From an optimization exercise on the open Yosys and OpenROAD flow, aimed at small area and a short achievable clock period; shortcuts taken in it are not production practice. In this exercise RTL edits were held to simulation tests only and were not proved equivalent to the original.

`flow/config.mk`:
```
export PLATFORM = sky130hd
export DESIGN_NAME = tlp_frag_top
export DESIGN_NICKNAME = tlp_frag_top
export VERILOG_FILES = /design/flow/design.v
export SDC_FILE = /design/flow/constraint.sdc
export NUM_CORES = 4
export LEC_CHECK = 0
export CAP_MARGIN = 20
export CORE_MARGIN = 2
export CORE_UTILIZATION = 40
export SLEW_MARGIN = 20
```
`flow/constraint.sdc`:
```
create_clock -name core_clock -period 16.0 [get_ports {clk}]
set_input_delay 3.2000 -clock core_clock [delete_from_list [all_inputs] [get_ports {clk}]]
set_output_delay 3.2000 -clock core_clock [all_outputs]
set_load 0.01 [all_outputs]
```
`flow/design.v`:
```
`timescale 1ns/1ns
package frag_pkg;
    localparam int DW_WIDTH = 32;
    localparam int ENTRY_DW = 4;
    typedef logic [DW_WIDTH-1:0] dword_t;
    typedef logic [ENTRY_DW*DW_WIDTH-1:0] entry_t;
    typedef logic [$clog2(ENTRY_DW)-1:0] dw_count_t;
    typedef logic [3:0] valid_bytes_t;
    typedef logic [10:0] dll_length_t;
    localparam int HDR_FMT_HI = 31;
    localparam int HDR_FMT_LO = 29;
    localparam int HDR_TD_BIT = 15;
    localparam int HDR_LEN_HI = 9;
    localparam int HDR_LEN_LO = 0;
    localparam dword_t ECRC_POLY = 32'h04C1_1DB7;
    localparam dword_t ECRC_SEED = 32'hFFFF_FFFF;
    typedef enum logic [1:0] {
        FRAG_IDLE,
        FRAG_STREAM,
        FRAG_ECRC_TAIL
    } frag_state_t;
endpackage
`timescale 1ns/1ns
`timescale 1ns/1ns
`timescale 1ns/1ns
`timescale 1ns/1ns
module tlp_frag_top (
    input  logic                   clk,
    input  logic                   arst,
    input  logic                   fifo_empty,
    input  frag_pkg::entry_t       fifo_rd_data,
    input  frag_pkg::dw_count_t    fifo_rd_dw,
    input  logic                   fifo_rd_last,
    input  logic                   halt,
    output logic                   fifo_rd_en,
    output logic                   tlp_valid,
    output logic                   tlp_sop,
    output logic                   tlp_eop,
    output frag_pkg::entry_t       tlp_data,
    output frag_pkg::valid_bytes_t tlp_valid_bytes,
    output frag_pkg::dll_length_t  tlp_length
);
    function automatic frag_pkg::dword_t crc_dword(input frag_pkg::dword_t x);
        logic [206:0] n;
        n[0] = x[9] ^ x[31];
        n[1] = x[24] ^ x[29];
        n[2] = x[10] ^ x[28];
        n[3] = x[8] ^ x[30];
        n[4] = x[27] ^ n[0];
        n[5] = x[5] ^ x[21];
        n[6] = x[6] ^ x[20];
        n[7] = x[3] ^ x[19];
        n[8] = x[0] ^ x[16];
        n[9] = x[22] ^ x[25];
        n[10] = x[1] ^ x[13];
        n[11] = x[7] ^ x[14];
        n[12] = x[4] ^ x[12];
        n[13] = x[2] ^ x[18];
        n[14] = x[23] ^ x[26];
        n[15] = x[15] ^ x[17];
        n[16] = x[11] ^ n[1];
        n[17] = x[26] ^ n[8];
        n[18] = x[7] ^ x[27];
        n[19] = x[6] ^ x[24];
        n[20] = x[0] ^ n[12];
        n[21] = n[10] ^ n[13];
        n[22] = n[2] ^ n[11];
        n[23] = n[3] ^ n[5];
        n[24] = x[31] ^ n[7];
        n[25] = n[6] ^ n[9];
        n[26] = x[4] ^ n[14];
        n[27] = n[4] ^ n[15];
        n[28] = x[21] ^ x[28];
        n[29] = x[5] ^ x[23];
        n[30] = x[8] ^ x[11];
        n[31] = x[17] ^ x[22];
        n[32] = x[1] ^ x[20];
        n[33] = x[3] ^ x[15];
        n[34] = x[2] ^ x[29];
        n[35] = n[1] ^ n[2];
        n[36] = x[25] ^ n[3];
        n[37] = x[9] ^ n[12];
        n[38] = x[18] ^ n[4];
        n[39] = n[0] ^ n[17];
        n[40] = x[18] ^ x[24];
        n[41] = x[14] ^ x[28];
        n[42] = x[13] ^ x[26];
        n[43] = x[16] ^ x[17];
        n[44] = x[16] ^ x[20];
        n[45] = x[12] ^ x[28];
        n[46] = n[1] ^ n[31];
        n[47] = x[8] ^ n[9];
        n[48] = n[6] ^ n[10];
        n[49] = n[18] ^ n[33];
        n[50] = x[29] ^ n[28];
        n[51] = x[6] ^ n[9];
        n[52] = x[19] ^ n[14];
        n[53] = n[15] ^ n[30];
        n[54] = x[7] ^ n[5];
        n[55] = x[17] ^ n[19];
        n[56] = x[1] ^ n[11];
        n[57] = n[7] ^ n[34];
        n[58] = x[25] ^ n[32];
        n[59] = x[15] ^ n[36];
        n[60] = x[21] ^ n[22];
        n[61] = n[16] ^ n[29];
        n[62] = n[35] ^ n[54];
        n[63] = n[13] ^ n[24];
        n[64] = n[42] ^ n[46];
        n[65] = n[23] ^ n[25];
        n[66] = n[44] ^ n[49];
        n[67] = x[14] ^ n[38];
        n[68] = n[17] ^ n[27];
        n[69] = x[6] ^ x[12];
        n[70] = x[25] ^ x[30];
        n[71] = n[70] ^ n[69];
        n[72] = n[71] ^ n[35];
        n[73] = n[72] ^ n[39];
        n[74] = x[9] ^ x[11];
        n[75] = n[74] ^ n[8];
        n[76] = n[10] ^ n[45];
        n[77] = n[18] ^ n[76];
        n[78] = n[75] ^ n[55];
        n[79] = n[78] ^ n[77];
        n[80] = n[3] ^ n[11];
        n[81] = n[80] ^ n[55];
        n[82] = n[21] ^ n[81];
        n[83] = n[39] ^ n[82];
        n[84] = x[8] ^ x[10];
        n[85] = x[25] ^ n[84];
        n[86] = n[7] ^ n[13];
        n[87] = n[86] ^ n[85];
        n[88] = n[56] ^ n[87];
        n[89] = n[27] ^ n[88];
        n[90] = n[6] ^ n[16];
        n[91] = n[20] ^ n[90];
        n[92] = n[59] ^ n[63];
        n[93] = n[92] ^ n[91];
        n[94] = x[0] ^ x[4];
        n[95] = n[94] ^ n[7];
        n[96] = n[95] ^ n[48];
        n[97] = n[96] ^ n[62];
        n[98] = x[4] ^ x[11];
        n[99] = n[98] ^ n[34];
        n[100] = n[99] ^ n[56];
        n[101] = n[100] ^ n[65];
        n[102] = x[2] ^ x[23];
        n[103] = n[102] ^ n[33];
        n[104] = n[8] ^ n[103];
        n[105] = n[47] ^ n[104];
        n[106] = n[62] ^ n[105];
        n[107] = x[1] ^ x[3];
        n[108] = x[23] ^ x[31];
        n[109] = n[108] ^ n[107];
        n[110] = n[2] ^ n[31];
        n[111] = n[30] ^ n[110];
        n[112] = n[109] ^ n[20];
        n[113] = n[112] ^ n[111];
        n[114] = n[37] ^ n[21];
        n[115] = n[114] ^ n[61];
        n[116] = x[5] ^ x[13];
        n[117] = n[116] ^ n[41];
        n[118] = n[117] ^ n[57];
        n[119] = n[118] ^ n[39];
        n[120] = x[3] ^ x[24];
        n[121] = n[120] ^ n[41];
        n[122] = n[12] ^ n[121];
        n[123] = n[58] ^ n[122];
        n[124] = n[123] ^ n[68];
        n[125] = x[30] ^ n[5];
        n[126] = n[19] ^ n[125];
        n[127] = n[20] ^ n[21];
        n[128] = n[127] ^ n[126];
        n[129] = n[27] ^ n[128];
        n[130] = x[5] ^ x[16];
        n[131] = n[130] ^ n[51];
        n[132] = n[21] ^ n[22];
        n[133] = n[24] ^ n[132];
        n[134] = n[131] ^ n[133];
        n[135] = n[6] ^ n[11];
        n[136] = n[135] ^ n[53];
        n[137] = n[57] ^ n[26];
        n[138] = n[137] ^ n[136];
        n[139] = n[40] ^ n[37];
        n[140] = n[23] ^ n[139];
        n[141] = n[66] ^ n[140];
        n[142] = x[19] ^ n[20];
        n[143] = n[23] ^ n[142];
        n[144] = n[64] ^ n[143];
        n[145] = x[30] ^ n[10];
        n[146] = n[29] ^ n[145];
        n[147] = n[25] ^ n[146];
        n[148] = n[147] ^ n[67];
        n[149] = x[2] ^ x[15];
        n[150] = x[31] ^ n[149];
        n[151] = n[19] ^ n[150];
        n[152] = n[52] ^ n[151];
        n[153] = n[60] ^ n[152];
        n[154] = n[47] ^ n[16];
        n[155] = n[154] ^ n[66];
        n[156] = n[43] ^ n[14];
        n[157] = n[28] ^ n[156];
        n[158] = n[36] ^ n[37];
        n[159] = n[158] ^ n[157];
        n[160] = x[5] ^ x[10];
        n[161] = n[160] ^ n[64];
        n[162] = n[38] ^ n[161];
        n[163] = x[12] ^ n[8];
        n[164] = n[163] ^ n[52];
        n[165] = n[16] ^ n[164];
        n[166] = n[165] ^ n[67];
        n[167] = x[19] ^ x[29];
        n[168] = n[167] ^ n[48];
        n[169] = n[168] ^ n[68];
        n[170] = x[27] ^ x[30];
        n[171] = n[170] ^ n[32];
        n[172] = n[43] ^ n[13];
        n[173] = n[172] ^ n[171];
        n[174] = n[173] ^ n[60];
        n[175] = x[22] ^ n[50];
        n[176] = n[53] ^ n[175];
        n[177] = n[63] ^ n[176];
        n[178] = x[0] ^ n[40];
        n[179] = n[2] ^ n[178];
        n[180] = n[24] ^ n[25];
        n[181] = n[26] ^ n[180];
        n[182] = n[179] ^ n[181];
        n[183] = x[19] ^ n[5];
        n[184] = n[18] ^ n[183];
        n[185] = n[58] ^ n[16];
        n[186] = n[26] ^ n[185];
        n[187] = n[184] ^ n[186];
        n[188] = x[2] ^ x[24];
        n[189] = x[26] ^ x[27];
        n[190] = n[189] ^ n[188];
        n[191] = n[45] ^ n[190];
        n[192] = n[191] ^ n[65];
        n[193] = x[3] ^ x[7];
        n[194] = x[13] ^ n[193];
        n[195] = n[14] ^ n[194];
        n[196] = n[4] ^ n[50];
        n[197] = n[51] ^ n[196];
        n[198] = n[195] ^ n[197];
        n[199] = x[22] ^ x[27];
        n[200] = n[199] ^ n[1];
        n[201] = n[3] ^ n[200];
        n[202] = n[26] ^ n[22];
        n[203] = n[202] ^ n[201];
        n[204] = x[28] ^ n[4];
        n[205] = n[204] ^ n[59];
        n[206] = n[61] ^ n[205];
        crc_dword[0] = n[73];
        crc_dword[1] = n[79];
        crc_dword[2] = n[83];
        crc_dword[3] = n[89];
        crc_dword[4] = n[93];
        crc_dword[5] = n[97];
        crc_dword[6] = n[101];
        crc_dword[7] = n[106];
        crc_dword[8] = n[113];
        crc_dword[9] = n[115];
        crc_dword[10] = n[119];
        crc_dword[11] = n[124];
        crc_dword[12] = n[129];
        crc_dword[13] = n[134];
        crc_dword[14] = n[138];
        crc_dword[15] = n[141];
        crc_dword[16] = n[144];
        crc_dword[17] = n[148];
        crc_dword[18] = n[153];
        crc_dword[19] = n[155];
        crc_dword[20] = n[159];
        crc_dword[21] = n[162];
        crc_dword[22] = n[166];
        crc_dword[23] = n[169];
        crc_dword[24] = n[174];
        crc_dword[25] = n[177];
        crc_dword[26] = n[182];
        crc_dword[27] = n[187];
        crc_dword[28] = n[192];
        crc_dword[29] = n[198];
        crc_dword[30] = n[203];
        crc_dword[31] = n[206];
    endfunction
    logic rd_q;       
    logic open_q;     
    logic tail_q;     
    logic td_q;       
    frag_pkg::dword_t crc_q;
    logic [1:0] vdw_q;
    frag_pkg::dword_t d [4];
    always_comb begin
        for (int i = 0; i < 4; i++) d[i] = fifo_rd_data[(4-i)*32-1 -: 32];
    end
    logic is_first, td_cur, last, need_tail, put_ecrc;
    frag_pkg::dll_length_t len_calc;
    assign is_first  = rd_q && !open_q;
    assign td_cur    = open_q ? td_q : d[0][frag_pkg::HDR_TD_BIT];
    assign last      = rd_q && fifo_rd_last;
    assign need_tail = last && td_cur && (fifo_rd_dw == 2'd3);
    assign put_ecrc  = last && td_cur && (fifo_rd_dw != 2'd3);
    assign fifo_rd_en = !fifo_empty && !halt && !need_tail;
    always_comb begin
        len_calc = frag_pkg::dll_length_t'(3) + frag_pkg::dll_length_t'(d[0][29])
                 + frag_pkg::dll_length_t'(d[0][15]);
        if (d[0][30]) begin
            len_calc = len_calc + {(d[0][9:0] == 10'd0), d[0][9:0]};
        end
    end
    frag_pkg::dword_t t [4];
    frag_pkg::dword_t ecrc;
    always_comb begin
        t[0] = crc_dword((crc_q | {32{is_first}}) ^ d[0]);
        t[1] = (fifo_rd_dw >= 2'd1) ? crc_dword(t[0] ^ d[1]) : t[0];
        t[2] = (fifo_rd_dw >= 2'd2) ? crc_dword(t[1] ^ d[2]) : t[1];
        t[3] = (fifo_rd_dw == 2'd3) ? crc_dword(t[2] ^ d[3]) : t[2];
    end
    assign ecrc = ~t[3];
    frag_pkg::entry_t data_nx;
    always_comb begin
        data_nx[127:96] = tail_q ? ~crc_q : d[0];
        for (int i = 1; i < 4; i++) begin
            data_nx[(4-i)*32-1 -: 32] =
                ((!tail_q && int'(fifo_rd_dw) >= i) ? d[i] : 32'd0) |
                ((put_ecrc && int'(fifo_rd_dw) == i - 1) ? ecrc : 32'd0);
        end
    end
    always_ff @(posedge clk or negedge arst) begin
        if (!arst) begin
            rd_q      <= 1'b0;
            open_q    <= 1'b0;
            tail_q    <= 1'b0;
            tlp_valid <= 1'b0;
            tlp_sop   <= 1'b0;
            tlp_eop   <= 1'b0;
        end else begin
            rd_q      <= fifo_rd_en;
            open_q    <= rd_q ? !fifo_rd_last : open_q;
            tail_q    <= need_tail;
            tlp_valid <= rd_q || tail_q;
            tlp_sop   <= is_first;
            tlp_eop   <= last || tail_q;
        end
    end
    always_ff @(posedge clk) begin
        if (is_first) begin
            td_q       <= d[0][frag_pkg::HDR_TD_BIT];
            tlp_length <= len_calc;
        end
        if (rd_q) begin
            crc_q <= t[3];
        end
        tlp_data <= data_nx;
        vdw_q    <= tail_q ? 2'd0 : fifo_rd_dw + {1'b0, put_ecrc};
    end
    assign tlp_valid_bytes = {vdw_q, 2'b11};
endmodule
```
`flow/run.sh`:
```
#!/bin/bash
# synth_recipe.tcl (not shown) runs the flow's synth.tcl, then flattens the netlist and writes it again
# the make line also repeats each setting of config.mk as NAME=value (left out here)
make -C /OpenROAD-flow-scripts/flow DESIGN_CONFIG=/design/flow/config.mk WORK_HOME=/design/flow/orfs CLKGATE_MAP_FILE= SYNTH_SCRIPT=/design/flow/synth_recipe.tcl finish
```
==> key figures <==
Outcome
  – Outcome: timing/DRC/antenna clean

Worst setup path
  – Critical Path Sink Type: flip-flop
  – CP startpoint kind: input port
  – Worst Path Class, Setup: in2reg
  – Crit-path max FO: 7
  – CP required: 16240 ps
  – Setup slack, reg-to-reg: 5150 ps
  – Critical Path AT: 12390 ps

Detailed routing
  – Via Count: 14590
  – Uppermost layer routed: met4
  – Via/cell ratio: 5.338
  – Met1 WL: 35540 um
  – Final WL: 82490 um
  – ANT nets after route: 0
  – DRT iter0 DRCs: 1449
  – Met3 WL: 6293 um
  – Drt wl/cell: 30.18 um
  – Metal2 WL: 38160 um
  – DRC: 0
  – Iteration count of the initial detailed-routing pass: 5

Final layout
  – Sequential Area: 0.004074 mm^2
  – Final net count: 2186
  – Share of layout cells above drive strength 1: 0.1229
  – Multi-input gate area: 0.01565 mm^2
  – # fillers: 4609
  – Synth-to-layout area growth: 20.22%

Placed design
  – Port Buffers: 279
  – DP Wirelength: 68490 um
  – GP Congestion: 1.013

Synthesis
  – Cells after Synth: 1805
  – Synth Warn #: 3
  – Commonest cells in the netlist: xnor2_1 (440), xor2_1 (190), xnor3_1 (169)
  – Synth Area per Inst: 11.19 um^2
  – Most used DFF post-synth: dfxtp_1
  – Synthesis-stage register bit count: 180
  – Share of the synthesized area in the top cell type: 0.1907
  – Number of library cell types mapped by synthesis: 69
  – Ys async rst share: 0.03333
  – Synthesized area: 0.02020 mm^2
  – Post-synth top area cell: xnor2_1
  – Post-synth EDFFs: 44
  – Count leader, synth: xnor2_1
  – Largest cells by area after synthesis: xnor2_1 (19%), xnor3_1 (19%), dfxtp_1 (13%)
  – Sequential element share of the synthesized area: 0.2016

STA
  – Final hold violation count: 0
  – RSZ-0062 raised after global routing: false
  – Total negative slack: 0 ps
  – Slew margin rel.: 0.2233
  – Min Clock Period, post-route: 12150 ps
  – Pins Over Slew Limit: 0
  – FMAX: 0.08231 GHz
  – # setup viols final: 0
  – Final period util: 0.7594
  – Worst slew pin tran: 1165 ps
  – Hold Slack: 555.3 ps
  – Clk_skew: 18.94 ps

CTS
  – Gates resized, CTS repair: 0
  – Root Driver: clkbuf_16
  – Sink Count: 180
  – CTS clk-pin slew, worst paths: 80 ps
  – Clk buf depth: 2
  – H-tree levels: 4
  – TritonCTS buffer count: 17
  – Number of post-CTS setup repair buffers: 0
  – Clk latency of the worst-skew pair: 510 ps
  – CTS tree: yes
  – Cts hold-fix bufs: 0

Global route
  – GRT Util Overall: 0.3153
  – Antenna violations before repair: 3
  – First-pass GRT wire length: 115300 um
  – Remaining Overflow, GRT: 0
  – Largest net degree at the start of global routing: 76
  – Vias in the first global route: 14760

Flow run
  – Max Cap Viol: 0

Die
  – IO Pins: 282
  – Starting Density: 0.4044
  – Placeable Area: 0.04997 mm^2
  – Die width: 228.7 um
  – DIE HEIGHT: 228.7 um
  – DIE AREA: 0.05232 mm^2
  – Placement Rows: 82

Worst hold path
  – Tightest Hold Check Type: reg2reg
## metal layers
metal  GRT usage  vias to the layer above
li1            -                     6504
met1      0.4269                     7263
met2      0.5054                      720
met3     0.06225                      103
met4      0.1031                        0
met5           0                        -
## cell families after synthesis
logic type                 synth area share
AOI/OAI and AO/OA                   0.07939
adders and majority gates          0.004087
muxes                               0.01920
and+or+nand+nor                     0.06038
DFF                                  0.2016
xor gates and xnor gates             0.6100
buffers and inverters               0.02514
other                             0.0001856
## flip-flops by register name, summed over array words and instances (netlist names), 2 cells and up
signal,flops
tlp_length,11
tlp_data,128
crc_q,32
vdw_q,2
## cells in the final DEF, fill, tap and decap left out, types with 16 or more instances in the layout
master,n
xnor3_1,169
mux2i_1,27
xor2_2,33
dfxtp_1,130
xor2_1,190
edfxtp_1,44
nor2_1,102
inv_1,20
o21ai_1,16
clkdlybuf4s50_1,277
xor3_1,25
xnor2_2,63
o21ai_0,68
clkbuf_16,17
buf_4,32
xnor2_1,440
nand3_1,16
a22o_1,29
a21oi_1,51
nand2_1,84
## cell type report
| class | instances | area share |
|---|---|---|
| clock inverter | 15 | 0.007624 |
| timing repair buffer | 311 | 0.1245 |
| inverter | 22 | 0.003400 |
| multi-input combinational | 1513 | 0.6444 |
| tap | 672 | 0.03462 |
| clock buffer | 17 | 0.01751 |
| sequential | 180 | 0.1677 |
| antenna | 3 | 0.0003091 |
## critical path, cell delays in order
cell,delay (ps)
clkdlybuf4s50_1,720
xnor2_1,490
xor2_1,430
xor2_1,170
xnor2_1,590
xnor3_2,610
xnor3_2,510
xnor2_1,240
xnor3_1,450
o21ai_2,370
xor2_2,480
xor2_2,460
xnor3_1,590
xnor3_1,420
mux2i_4,450
xor2_2,490
xor3_1,570
xnor2_1,460
xnor3_1,510
nor2_1,110
a21oi_1,50
## worst paths after layout
check	start	end	depth (start not counted)
worst min-delay path	crc_q[17]	tlp_data[113]	1
worst min register to register	crc_q[17]	tlp_data[113]	1
max in group asynchronous	arst	rd_q	1
worst max register to register	rd_q	crc_q[18]	23
min in group asynchronous	arst	tlp_sop	1
worst max-delay path	fifo_rd_data[111]	crc_q[18]	21
## through the flow
| step | cell area, um^2 | util | cells | setup WS (ps) |
|---|---|---|---|---|
| 2_1_floorplan | 20210 | - | 1806 | 5984 |
| 3_3_place_gp | 23670 | 0.4737 | 2698 | 3309 |
| 3_5_place_dp | 23670 | 0.4738 | 2698 | 3503 |
| 4_1_cts | 24280 | 0.4860 | 2730 | 3934 |
| 5_1_grt | 24280 | 0.4860 | 2731 | 3763 |
| 6_report | 24290 | 0.4861 | 2733 | 3850 |

port drivers added, routing unchanged:
The flow's constraints put no driver on any port. The routed layout listed below was extracted and timed again, unchanged, in two steps.
Step 1 assumes that a clkbuf_16 drives the clock port and a buf_2 every other input.
Step 2 adds t to the input delays and takes it off the output delays; t is the mean of the earliest and latest rising clock arrival at the registers after step 1. Input paths then give back, and output paths get back, about the clock's delay inside the block.
Three values: ideal, step 1, step 2; two values: the first two.
shift t [ns]: 0.552
slack for setup (ns): 3.850 / 3.880 / 3.327
worst setup path at the end: input to register
latest minus earliest clock arrival (ns): 0.023 / 0.023
pins driven straight from the clock port: 1
After both steps setup and hold are still met in this run. The setup slack of this run moves by +0.030 ns with the drivers and by -0.523 ns with both steps.
